From an optimization exercise on the open Yosys and OpenROAD flow, aimed at small area, a short achievable clock period and few clock cycles per item; shortcuts taken in it are not production practice. The RTL was checked by simulation tests, not by an equivalence proof against the original design.

==> inputs of run a <==
## alu_iter
module alu_iter #(
    parameter int XLEN = 32
) (
    input  logic            clk,
    input  logic            rst,
    input  logic            in_valid,
    output logic            in_ready,
    input  logic [XLEN-1:0] read_data1,
    input  logic [XLEN-1:0] read_data2,
    input  logic [XLEN-1:0] imm,
    input  logic            ALUSrc,
    input  logic [1:0]      ALUOp,
    input  logic [2:0]      funct3,
    input  logic [6:0]      funct7,
    output logic            out_valid,
    input  logic            out_ready,
    output logic [XLEN-1:0] ALU_result,
    output logic            zero,
    output logic            illegal
);
clock: 8.0 ns
lec_check: 0
cap_margin: 20
core_margin: 2
core_utilization: 40
setup_slack_margin: 3.0
slew_margin: 20
run.sh (not shown) runs the stock make flow with config.mk's settings and CLKGATE_MAP_FILE= SYNTH_SCRIPT=/design/flow/synth_recipe.tcl, a recipe that flattens the netlist after the stock synthesis.
==> run b (differences from run a) <==
--- a/flow/design.v
+++ b/flow/design.v
@@ -36,10 +36,11 @@
     logic        v1_q;           
     logic [5:0]  ph_q;           
     logic [31:0] a_q, b_q;       
     logic        out_valid_q;
     logic        illegal_q;
+    logic [31:0] lo_q;           
     logic [31:0] hi_q;           
     logic [4:0]  cnt_q;          
     logic k_sum, k_slt, k_xor, k_or, k_and, k_sh, k_mul, k_div, k_ill;
     logic k_inv, k_sext, k_sll, k_sra;
     logic k_as, k_hi, k_more;              
@@ -260,12 +261,14 @@
                 ph_q[alu_pkg::P_FIN]  <= in_fin || ((in_d2 || in_div) && cnt0);
             end
         end
     end
     always_ff @(posedge clk) begin
-        if (fin)
+        if (fin) begin
+            lo_q      <= lo_d;
             illegal_q <= in_idle && k_ill;
+        end
         if (capture) begin
             a_q    <= op_a;
             b_q    <= op_b;
             k_sum  <= d_sum;
             k_slt  <= d_slt;
@@ -301,24 +304,23 @@
             if (in_idle)              cnt_q <= k_mul ? 5'd1 : i0;
             else if (k_mul)           cnt_q <= cnt_q + 5'd1;
             else if (in_d2 || in_div) cnt_q <= cnt_q - 5'd1;
         end
         if (step)
-            hi_q <= done ? lo_d :
-                    ((in_d1 || (in_idle && k_div)) ? sh_out : ((in_d2 || in_div) ? r_nx : t[35:4]));
+            hi_q <= (in_d1 || (in_idle && k_div)) ? sh_out : ((in_d2 || in_div) ? r_nx : t[35:4]);
         if (capture)
             {xinv_q, yinv_q} <= {d_div && a_neg_in && !bz_in, d_sub || d_slt};
         else if (step)
             {xinv_q, yinv_q} <= (in_fin || ((in_d2 || in_div) && cnt0)) ? 2'b10 : {1'b0, !k_bneg};
         if (capture)
             bd_q <= booth2(op_b[3:0], 1'b0);
         else if (step)
             bd_q <= booth2((in_mul && cnt7) ? 4'd0 : b_q[7:4], b_q[3]);
     end
     assign out_valid  = out_valid_q;
-    assign ALU_result = hi_q;
-    assign zero       = (hi_q == 32'd0);
+    assign ALU_result = lo_q;
+    assign zero       = (lo_q == 32'd0);
     assign illegal    = illegal_q;
 endmodule
 module alu_lzc32 (
     input  logic [31:0] x,
     output logic [5:0]  lz
CORE_UTILIZATION = 55   (was 40)
PLACE_DENSITY = 0.7   (was not set)
==> notes.md <==
quantity	run a	run b
Layout-stage area growth over the synthesis result	25.1%	22.0%
Number of buffer and inverter stages on the critical path	4	2
Outcome	no timing/DRC/antenna violations	no timing/DRC/antenna violations
First-pass GRT wire length	167000 µm	176000 µm
Synth Area in Compound Gates	27.5%	29.2%
Synth Net Count	3294	3283
Number of cells traversed by the worst register-to-register path	23	16
Capture point of the critical path	hi_q[28]	lo_q[9]
Xor and xnor area share after synthesis	6.85%	6.56%
Actual transition at the worst max-transition pin	1320 ps	1280 ps
Placeable Area	0.0554 mm²	0.0419 mm²
M3 GR Usage	10.5%	24.4%
Testbench counts of run a, summed over its fixed seeds: cycles 54,217, items 16,000.
Testbench counts of run b, summed over its fixed seeds: cycles 54,217, items 16,000.

========
==> 05-09: inputs <==
alu_iter, a different RTL version from the one above (not shown whole).
==> flow/config.mk <==
export PLATFORM = sky130hd
export DESIGN_NAME = alu_iter
export DESIGN_NICKNAME = alu_iter
export VERILOG_FILES = /design/flow/design.v
export SDC_FILE = /design/flow/constraint.sdc
export NUM_CORES = 4
export LEC_CHECK = 0
export CAP_MARGIN = 20
export CORE_MARGIN = 2
export CORE_UTILIZATION = 40
export SETUP_SLACK_MARGIN = 3.0
export SLEW_MARGIN = 20
==> flow/constraint.sdc <==
create_clock -name core_clock -period 8.0 [get_ports {clk}]
set_input_delay 1.6000 -clock core_clock [delete_from_list [all_inputs] [get_ports {clk}]]
set_output_delay 1.6000 -clock core_clock [all_outputs]
set_load 0.01 [all_outputs]
==> 09-11 (differences from 05-09) <==
--- a/flow/design.v
+++ b/flow/design.v
@@ -34,16 +34,17 @@
     output logic            illegal
 );
     logic        v1_q;           
     logic [5:0]  ph_q;           
     logic [31:0] a_q, b_q;       
     logic        out_valid_q;
     logic        illegal_q;
     logic [31:0] lo_q;           
+    logic        out_hi_q;       
     logic [31:0] hi_q;           
     logic [4:0]  cnt_q;          
     logic k_sum, k_slt, k_xor, k_or, k_and, k_sh, k_mul, k_div, k_ill;
     logic k_inv, k_sext, k_sll, k_sra;
     logic k_as, k_hi, k_more;              
     logic k_dz;                            
     logic xinv_q, yinv_q;                  
     logic k_rem, k_aneg, k_bneg;           
@@ -75,21 +76,20 @@
     assign in_d2   = ph_q[alu_pkg::P_D2];
     assign in_div  = ph_q[alu_pkg::P_DIV];
     assign in_fin  = ph_q[alu_pkg::P_FIN];
     logic [6:0] i0_d;
     logic div_go, div_fix, div_z;
     assign div_z   = k_div && !k_dz && i0_d[6];    
     assign div_go  = k_div && !k_dz && !i0_d[6];
     assign div_fix = k_rem ? k_aneg : (k_aneg ^ k_bneg);
-    logic cnt7, cnt8, cnt0, mul_top;
+    logic cnt7, cnt8, cnt0;
     assign cnt7    = (cnt_q == 5'd7);
     assign cnt8    = (cnt_q == 5'd8);
     assign cnt0    = (cnt_q == 5'd0);
-    assign mul_top = cnt7 && k_hi && !k_more;       
     logic free, done, step, fin, capture;
     assign free    = !out_valid_q || out_ready;
     assign done    = (in_idle && !k_mul && !div_go) ||
                      (in_mul && ((cnt7 && !k_more) || cnt8)) ||
                      ((in_d2 || in_div) && cnt0 && !div_fix) || in_fin;
     assign step    = v1_q && free;
     assign fin     = step && done;
     assign in_ready = !v1_q || (done && free);
@@ -199,53 +199,45 @@
     assign sh_out = sh_s[0] ? fs4[32:1]  : fs4[31:0];
     logic        q_bit;
     logic [31:0] r_nx, q_nx;
     assign q_bit = !t[36];
     assign r_nx  = q_bit ? t[31:0] : xv[31:0];
     assign q_nx  = in_d2 ? {sh_out[31:1], q_bit} : {a_q[30:0], q_bit};
     logic [31:0] mlo_nx;                    
     assign mlo_nx = {t[3:0], b_q[31:4]};
-    logic s_t, s_lt, s_xor, s_or, s_and, s_sh, s_ones, s_mlo, s_mtop, s_q, s_r, s_a;
+    logic s_t, s_lt, s_xor, s_or, s_and, s_sh, s_ones, s_q, s_a;
     always_comb begin
         s_t = 1'b0; s_lt = 1'b0; s_xor = 1'b0; s_or = 1'b0; s_and = 1'b0; s_sh = 1'b0;
-        s_ones = 1'b0; s_mlo = 1'b0; s_mtop = 1'b0; s_q = 1'b0; s_r = 1'b0; s_a = 1'b0;
+        s_ones = 1'b0; s_q = 1'b0; s_a = 1'b0;
         if (in_idle) begin
             s_t    = k_sum || (k_dz && k_rem);
             s_lt   = k_slt;
             s_xor  = k_xor;
             s_or   = k_or;
             s_and  = k_and;
             s_sh   = k_sh;
             s_ones = k_dz && !k_rem;
             s_a    = div_z && k_rem;
-        end else if (in_mul) begin
-            s_t    = cnt8;
-            s_mtop = mul_top;
-            s_mlo  = !cnt8 && !mul_top;
         end else if (in_d2 || in_div) begin
-            s_r    = k_rem;
             s_q    = !k_rem;
-        end else begin
+        end else if (in_fin) begin
             s_t    = 1'b1;
         end
     end
     logic [31:0] lo_d;
     assign lo_d = ({32{s_t}}    & t[31:0])
                 | ({32{s_lt}}   & {31'd0, t[36]})
                 | ({32{s_xor}}  & ap[31:0])
                 | ({32{s_or}}   & (ap[31:0] | ag[31:0]))
                 | ({32{s_and}}  & ag[31:0])
                 | ({32{s_sh}}   & sh_out)
                 | ({32{s_ones}})
                 | ({32{s_a}}    & a_q)
-                | ({32{s_mlo}}  & mlo_nx)
-                | ({32{s_mtop}} & t[35:4])
-                | ({32{s_q}}    & q_nx)
-                | ({32{s_r}}    & r_nx);
+                | ({32{s_q}}    & q_nx);
     always_ff @(posedge clk or posedge rst) begin
         if (rst) begin
             v1_q        <= 1'b0;
             ph_q        <= 6'd1 << alu_pkg::P_IDLE;
             out_valid_q <= 1'b0;
         end else begin
             out_valid_q <= fin || (out_valid_q && !out_ready);
             if (capture) begin
@@ -262,16 +254,17 @@
                 ph_q[alu_pkg::P_DIV]  <= (in_d2 || in_div) && !cnt0;
                 ph_q[alu_pkg::P_FIN]  <= in_fin || ((in_d2 || in_div) && cnt0);
             end
         end
     end
     always_ff @(posedge clk) begin
         if (fin) begin
             lo_q      <= lo_d;
+            out_hi_q  <= k_mul || ((in_d2 || in_div) && k_rem);
             illegal_q <= in_idle && k_ill;
         end
         if (capture) begin
             a_q    <= op_a;
             b_q    <= op_b;
             k_sum  <= d_sum;
             k_slt  <= d_slt;
             k_xor  <= d_xor;
@@ -302,29 +295,32 @@
                 b_q <= mlo_nx;
         end
         if (step) begin
             if (in_idle)              cnt_q <= k_mul ? 5'd1 : i0;
             else if (k_mul)           cnt_q <= cnt_q + 5'd1;
             else if (in_d2 || in_div) cnt_q <= cnt_q - 5'd1;
         end
         if (step)
-            hi_q <= (in_d1 || (in_idle && k_div)) ? sh_out : ((in_d2 || in_div) ? r_nx : t[35:4]);
+            hi_q <= (in_d1 || (in_idle && k_div)) ? sh_out :
+                    (in_d2 || in_div) ? r_nx :
+                    (in_mul && cnt8)  ? t[31:0] :
+                    (in_mul && cnt7 && !k_hi && !k_more) ? mlo_nx : t[35:4];
         if (capture)
             {xinv_q, yinv_q} <= {d_div && a_neg_in && !bz_in, d_sub || d_slt};
         else if (step)
             {xinv_q, yinv_q} <= (in_fin || ((in_d2 || in_div) && cnt0)) ? 2'b10 : {1'b0, !k_bneg};
         if (capture)
             bd_q <= booth2(op_b[3:0], 1'b0);
         else if (step)
             bd_q <= booth2((in_mul && cnt7) ? 4'd0 : b_q[7:4], b_q[3]);
     end
     assign out_valid  = out_valid_q;
-    assign ALU_result = lo_q;
-    assign zero       = (lo_q == 32'd0);
+    assign ALU_result = out_hi_q ? hi_q : lo_q;
+    assign zero       = (ALU_result == 32'd0);
     assign illegal    = illegal_q;
 endmodule
 module alu_lzc32 (
     input  logic [31:0] x,
     output logic [5:0]  lz
 );
     logic [15:0] v1;  logic [15:0] c1;         
     logic [7:0]  v2;  logic [15:0] c2;         
TNS_END_PERCENT = 1   (was default)
==> reports/results.ini <==
[global_route]
track_usage = 0.381
use_met2 = 0.558
grt.met1_usage = 0.495

[status]
status = no timing/DRC/antenna violations

[detailed_routing]
wl_met2_um = 49300
first_iter_violations = 3993

[die]
rows = 87
tap_cells = 756

[sta]
period_needed_ps = 5010

[final_layout]
fin_area_um2 = 28100

[setup_path]
worst_path_max_delay_cell = dfrtp_2
crit_start = ph_q[4]$_DFFE_PP0P_

[placement]
dp_cells = 3666

[yosys]
muxShareOfSynthArea = 0.0714
ys_ff_latch = 175
synth_edf_count = 167
synthesis.nets = 3198

[end of results for 05-09]
==> reports/results.ini <==
[global_route]
use_met2 = 0.549
grt.met1_usage = 0.476

[die]
rows = 88
tap_cells = 765

[setup_path]
worst_path_max_delay_cell = fa_1
crit_start = bd_q[3]$_DFFE_PP_

[yosys]
muxShareOfSynthArea = 0.0805
ys_ff_latch = 176
synthesis.nets = 3236
synth_edf_count = 168

[status]
status = no timing/DRC/antenna violations

[detailed_routing]
wl_met3_um = 14000
first_iter_violations = 3634
wl_met2_um = 47400

[final_layout]
fin_area_um2 = 26800

[sta]
period_needed_ps = 5160

[placement]
dp_cells = 3698

[end of results for 09-11]
Testbench counts of 05-09, summed over its fixed seeds: cycles 54,217, items 16,000.
Testbench counts of 09-11, summed over its fixed seeds: cycles 54,217, items 16,000.

[separate check: timing with driven ports]
In the flow no input, the clock included, has a driving cell. The finished layouts below were timed again as built, in two steps.
Step 1 assumes that a clkbuf_16 drives the clock port and a buf_2 every other input.
Step 2, shift: input delay + t, output delay - t, t = (earliest + latest rising clock arrival at the registers) / 2. This alone moves slack from input paths to output paths.
Three values: ideal ports, drivers, drivers and shift; two values: the first two.
run	t, ns	setup slack, ns	hold slack, ns	worst setup path after step 2	slew at the worst register clock pin (ns)
run a	0.556	2.776 / 2.776 / 2.756	0.555 / 0.555 / 0.555	input to register	0.09 / 0.09
run b	0.548	2.788 / 2.788 / 2.788	0.558 / 0.558 / 0.558	register to register	0.09 / 0.09
05-09	0.578	2.988 / 2.988 / 2.593	0.535 / 0.535 / 0.535	input to register	0.10 / 0.10
09-11	0.581	2.844 / 2.844 / 2.369	0.546 / 0.546 / 0.546	input to register	0.09 / 0.09
After both steps setup and hold are still met in every run listed. The setup slack of 09-11, which loses most, moves by 0.000 ns with the drivers and by -0.475 ns with both steps.
